Background: an optimization exercise with open tools, aiming at small area, a short achievable clock period and few clock cycles. Do not read the settings as production practice.
The RTL was checked by simulation tests, not by an equivalence proof against the original design.
No activity file was given, so power comes from the tool's default toggle rates.

==> design.v <==
module instruction_cache #(
   parameter int ADDR_W         = 32,
   parameter int DATA_W         = 32,
   parameter int LINES          = 16,
   parameter int WORDS_PER_LINE = 4
) (
   input  logic              clock,
   input  logic              reset,
   input  logic [ADDR_W-1:0] pc_addr,
   input  logic              pc_valid,
   output logic [DATA_W-1:0] instruction_out,
   output logic              stall,
   input  logic              flush,
   output logic              mem_req,
   output logic [ADDR_W-1:0] mem_addr,
   input  logic              mem_ack,
   input  logic [DATA_W-1:0] mem_rdata,
   output logic [31:0]       hit_count,
   output logic [31:0]       miss_count
);
   localparam int WORD_W = $clog2(WORDS_PER_LINE);
   localparam int IDX_W  = $clog2(LINES);
   localparam int OFF_W  = 2 + WORD_W;
   localparam int TAG_W  = ADDR_W - OFF_W - IDX_W;
   localparam int LINE_W = ADDR_W - OFF_W;
   typedef enum logic [0:0] {
      IDLE   = 1'b0,
      REFILL = 1'b1
   } state_t;
   state_t             state_r;
   state_t             state_next_s;
   logic [LINES-1:0]   valid_r;
   logic [TAG_W-1:0]   tag_r  [LINES];
   logic [DATA_W-1:0]  data_r [LINES][WORDS_PER_LINE];
   logic [LINE_W-1:0]  line_r;
   logic [WORD_W-1:0]  cnt_r;
   logic               abort_r;
   logic [31:0]        hit_r;
   logic [31:0]        miss_r;
   logic [TAG_W-1:0]   pc_tag_s;
   logic [IDX_W-1:0]   pc_idx_s;
   logic [WORD_W-1:0]  pc_word_s;
   logic [IDX_W-1:0]   refill_idx_s;
   logic [TAG_W-1:0]   refill_tag_s;
   logic               last_s;
   logic               hit_s;
   logic               miss_s;
   logic               unused_byte_bits_s;
   assign pc_tag_s           = pc_addr[ADDR_W-1:OFF_W+IDX_W];
   assign pc_idx_s           = pc_addr[OFF_W+IDX_W-1:OFF_W];
   assign pc_word_s          = pc_addr[OFF_W-1:2];
   assign refill_idx_s       = line_r[IDX_W-1:0];
   assign refill_tag_s       = line_r[LINE_W-1:IDX_W];
   assign last_s             = (cnt_r == WORD_W'(WORDS_PER_LINE - 1));
   assign unused_byte_bits_s = ^pc_addr[1:0];
   assign hit_count          = hit_r;
   assign miss_count         = miss_r;
   always_ff @(posedge clock or negedge reset) begin
      if (!reset) begin
         state_r <= IDLE;
      end else begin
         state_r <= state_next_s;
      end
   end
   always_comb begin
      state_next_s    = state_r;
      hit_s           = 1'b0;
      miss_s          = 1'b0;
      stall           = 1'b0;
      instruction_out = '0;
      mem_req         = 1'b0;
      mem_addr        = '0;
      case (state_r)
         IDLE: begin
            if (pc_valid) begin
               if (valid_r[pc_idx_s] && (tag_r[pc_idx_s] == pc_tag_s) && !flush) begin
                  hit_s           = 1'b1;
                  instruction_out = data_r[pc_idx_s][pc_word_s];
               end else begin
                  miss_s       = 1'b1;
                  stall        = 1'b1;
                  state_next_s = REFILL;
               end
            end else begin
               stall = 1'b0;
            end
         end
         REFILL: begin
            stall    = 1'b1;
            mem_req  = 1'b1;
            mem_addr = {line_r, cnt_r, 2'b00};
            if (mem_ack && last_s) begin
               state_next_s = IDLE;
            end else begin
               state_next_s = REFILL;
            end
         end
         default: begin
            state_next_s = IDLE;
         end
      endcase
   end
   always_ff @(posedge clock or negedge reset) begin
      if (!reset) begin
         valid_r <= '0;
         line_r  <= '0;
         cnt_r   <= '0;
         abort_r <= 1'b0;
         hit_r   <= 32'd0;
         miss_r  <= 32'd0;
      end else begin
         if (hit_s) begin
            hit_r <= hit_r + 32'd1;
         end
         if (miss_s) begin
            miss_r <= miss_r + 32'd1;
            line_r <= pc_addr[ADDR_W-1:OFF_W];
            cnt_r  <= '0;
         end
         if (flush) begin
            valid_r <= '0;
         end else if ((state_r == REFILL) && mem_ack && last_s && !abort_r) begin
            valid_r[refill_idx_s] <= 1'b1;
         end
         if (state_r == REFILL) begin
            if (mem_ack) begin
               cnt_r <= cnt_r + WORD_W'(1);
            end
            if (mem_ack && last_s) begin
               abort_r <= 1'b0;
            end else if (flush) begin
               abort_r <= 1'b1;
            end
         end
      end
   end
   always_ff @(posedge clock) begin
      if ((state_r == REFILL) && mem_ack) begin
         data_r[refill_idx_s][cnt_r] <= mem_rdata;
         if (last_s) begin
            tag_r[refill_idx_s] <= refill_tag_s;
         end
      end
   end
endmodule
==> run.sh <==
#!/bin/bash
# synth_recipe.tcl (not shown) runs the flow's synth.tcl, then flattens the netlist and writes it again
# the make line also repeats each setting of config.mk as NAME=value (left out here)
make -C /OpenROAD-flow-scripts/flow DESIGN_CONFIG=/design/flow/config.mk WORK_HOME=/design/flow/orfs CLKGATE_MAP_FILE= SYNTH_SCRIPT=/design/flow/synth_recipe.tcl finish
==> config.mk <==
export PLATFORM = sky130hd
export DESIGN_NAME = instruction_cache
export DESIGN_NICKNAME = instruction_cache
export VERILOG_FILES = /design/flow/design.v
export SDC_FILE = /design/flow/constraint.sdc
export NUM_CORES = 4
export LEC_CHECK = 0
export CAP_MARGIN = 20
export CORE_MARGIN = 2
export CORE_UTILIZATION = 40
export SLEW_MARGIN = 20
==> constraint.sdc <==
create_clock -name core_clock -period 8.0 [get_ports {clock}]
set_input_delay 1.6000 -clock core_clock [delete_from_list [all_inputs] [get_ports {clock}]]
set_output_delay 1.6000 -clock core_clock [all_outputs]
set_load 0.01 [all_outputs]
==> results.json <==
{
  "die_h_um": 501,
  "hpwl_um": 135000,
  "cts_buffers": 278,
  "holdPathStages": 1,
  "final_cell_mix": "2432 x edfxtp_1, 746 x mux4_2, 282 x clkbuf_16",
  "synth_edf_count": 2432,
  "pwr-share-seq_pct": 52.5,
  "ctsHoldBuffers": 0,
  "status": "complete, no violations",
  "worstPathArrival_ns": 5.73,
  "routabilityCongestion": 0.793,
  "hold_start": "hit_r[31]",
  "drt-initial-drc-count": 4974,
  "slew_headroom_pct": 26.5,
  "ys_types": 70,
  "via_count": 46300,
  "ir_drop_uv": 227,
  "synth_top_area_cell": "edfxtp_1",
  "min_period_ns": 7.33,
  "worstPathRequired_ns": 6.40,
  "async_flop_share_pct": 4.40,
  "drive_gt1_share_pct": 28.9,
  "drt-wirelength-per-cell_um": 29.8,
  "path_cells": "buf_8 -> buf_4 -> mux4_2 -> nor2b_1 -> o21ai_0 -> a22oi_1 -> nand2_1 -> nor4_1 -> nand4_4 -> buf_12 -> nor2b_1 -> clkdlybuf4s50_1",
  "tns_ns": 0,
  "initial_core_util_pct": 40.2,
  "p_int_w": 0.0232,
  "tightest_slew_ns": 1.10,
  "grt_pass1_wl_um": 345000,
  "setup.worst_path.start": "pc_addr[4]",
  "setup_viol": 0,
  "grt_max_degree": 81,
  "drv_cap": 0,
  "rr_worst_depth": 11,
  "path_max_fanout": 58,
  "cts_resized": 0,
  "power_density_nw_per_um2": 266,
  "clk_pin_slew_ns": 0.05,
  "r2r_start": "tag_r[5][16]",
  "hold_path.class": "flop to flop",
  "synth_seq_cells": 2544,
  "firstDrtPassIters": 5,
  "switchingPower_w": 0.00701,
  "cp-end-kind": "output pin",
  "r2r_end": "hit_r[25]",
  "cts_setup_buffers": 0,
  "clock_path_buffers": 4,
  "synthTopCellsByArea": "edfxtp_1 74%, mux4_2 17%, dfrtp_1 2.8%",
  "hold_end": "hit_r[31]",
  "dieArea_um2": 251000,
  "slew_violations": 0,
  "grt_pass1_vias": 46900,
  "swShare_pct": 23.2,
  "yosys_warnings": 1,
  "worst_slack_ns": 0.668,
  "port_buffers": 194,
  "finalClockSkew_ns": 0.0721,
  "h-tree-depth": 5,
  "worst-r2r-setup-slack_ns": 4.00,
  "max_freq_mhz": 136,
  "core_area_um2": 246000,
  "critPathKind": "primary input to output pin",
  "fillerInstances": 20000,
  "synthFlopType": "edfxtp_1",
  "globalRouteOverflowTotal": 0,
  "antenna_found_initial": 32,
  "cts_sinks": 2544,
  "max_stage_delay_ns": 0.56,
  "leakagePower_nw": 35.8,
  "clk_latency_ns": 0.93,
  "p_comb_share_pct": 8.5,
  "postRouteAntennaNets": 0,
  "syn2layout_area_growth_pct": 15.3,
  "track_usage_pct": 19.2,
  "clockRootBuffer": "clkbuf_16",
  "vias_per_cell": 5.72,
  "yosys.area.top_type_share_pct": 73.9,
  "mostFrequentLayoutCell": "edfxtp_1",
  "syn_avg_cell_area_um2": 23.1,
  "syn_inst": 4277,
  "drt-total-wl_um": 241000,
  "hold_violations": 0,
  "critical-path-slowest-cell": "clkdlybuf4s50_1",
  "pwr-share-clk_pct": 39.0,
  "period_share_pct": 91.7,
  "final_nets": 4757,
  "pre_cts_ws_ns": 0.627,
  "crit_top_cell": "nor2b_1",
  "cts_tree": "done",
  "drc": 0,
  "std_cell_rows": 182,
  "rsz0062_at_grt": "false",
  "ios": 199,
  "seq_area_frac_synth_pct": 76.8,
  "syn_area_um2": 98800,
  "die_w_um": 501,
  "start_kind": "primary input"
}
## cell families (layout without fill, tap and decap cells)
group                    Yosys count  in the layout  synth area share [%]
AO/OA/AOI/OAI                     93             93                 0.703
other                              1             20               0.00380
buffers and inverters            233            816                  1.04
flip-flops                      2544           2544                  76.8
multiplexers                     856            856                  18.2
adder cells (fa/ha/maj)            8              8                 0.101
AND/OR/NAND/NOR                  453            453                  2.41
XOR/XNOR                          89             89                 0.789
## metal layers
layer / part of all wire, % / track usage, % / routed length (µm)
met1: 41 / 26.4 / 99300
met2: 49 / 30.5 / 117000
met3: 7.6 / 4.23 / 18300
met4: 2.8 / 6.22 / 6650
met5: 0.0041 / 0 / 10
## worst max-delay path by stage
stage | to | depth (start not counted)
2_1_floorplan | instruction_out[0] | 7
3_3_place_gp | instruction_out[12] | 12
3_5_place_dp | instruction_out[16] | 12
4_1_cts | instruction_out[16] | 12
5_1_grt | instruction_out[9] | 12
6_report | instruction_out[13] | 12
## worst max-delay path, delay by kind of cell
kind            cells  cell delay, ns
buf+inv             4            1.72
compound gates      2            0.36
simple gates        5            1.37
mux                 1            0.53
## synth_stat cells (all sizes together) (9+ instances only)
cell type and number:
xor2 34, dfrtp 112, a22oi 14, mux4 747
o21ai 9, nand4 24, a21oi 19, a221oi 9
nand3 36, and4 10, nand2b 13, nor2 120
clkbuf 168, nor4 12, and3 22, mux2 33
nor3 39, buf 56, nor2b 50, edfxtp 2432
mux2i 76, nand2 61, xnor2 55, and2 38
## power groups by stage
stage / registers, W / clock network, W / logic [W]
after detailed placement: 0.0162 / 0 / 0.00258
after global routing: 0.0160 / 0.0125 / 0.00272
final: 0.0159 / 0.0118 / 0.00257
after floorplan: 0.0159 / 0 / 0.00139
after CTS: 0.0159 / 0.0121 / 0.00259
after global placement: 0.0161 / 0 / 0.00255
## flip-flops by register name, indices dropped and copies added (netlist names)
register  cells
data_r     2048
tag_r       384
hit_r        32
miss_r       32
line_r       28
valid_r      16
cnt_r         2
abort_r       1
state_r       1
## stage by stage
| step | std cells | total power (W) | util (%) | area (µm²) | hold WS [ns] |
|---|---|---|---|---|---|
| after CTS | 8080 | 0.0306 | 46.3 | 114000 | 0.470 |
| after global placement | 7619 | 0.0187 | 43.0 | 106000 | 0.459 |
| after floorplan | 4278 | 0.0173 | - | 98800 | 0.457 |
| final | 8099 | 0.0303 | 46.4 | 114000 | 0.470 |
| after global routing | 8091 | 0.0312 | 46.4 | 114000 | 0.493 |
| after detailed placement | 7619 | 0.0188 | 43.0 | 106000 | 0.463 |
## cell type report
class                           count  area [µm²]  area share (%)
Timing Repair Buffer              346        3290            2.89
Clock buffer                      348        7310            6.42
Sequential cell                  2544       75800            66.6
Tap cell                         3220        4030            3.54
Clock inverter                    113         883           0.775
Multi-Input combinational cell   1501       22500            19.7
Inverter                            9        35.0          0.0308
Antenna cell                       18        45.0          0.0395
Testbench counts, summed over its fixed seeds: cycles 52,259.

==> afterwards: timing with drivers on the ports <==
The flow's constraints put no driver on any port. The routed layout listed below was extracted and timed again, unchanged, in two steps. Step 1 assumes that a clkbuf_16 drives the clock port and a buf_2 every other input. Step 2 times the ports against the registers' clock, not the clock port: input delays grow and output delays shrink by t, the midpoint of the rising clock arrivals with the driver on. a / b / c = no drivers / after step 1 / after step 2; a / b = the first two.
t, ns: 0.992
slack for setup (ns): 0.668 / 0.613 / 0.613
worst hold slack (ns): 0.470 / 0.470 / 0.470
latest minus earliest clock arrival (ns): 0.082 / 0.082
After both steps setup and hold are still met in this run. For this run, drivers alone change the setup slack by -0.055 ns; drivers and shift together by -0.055 ns.
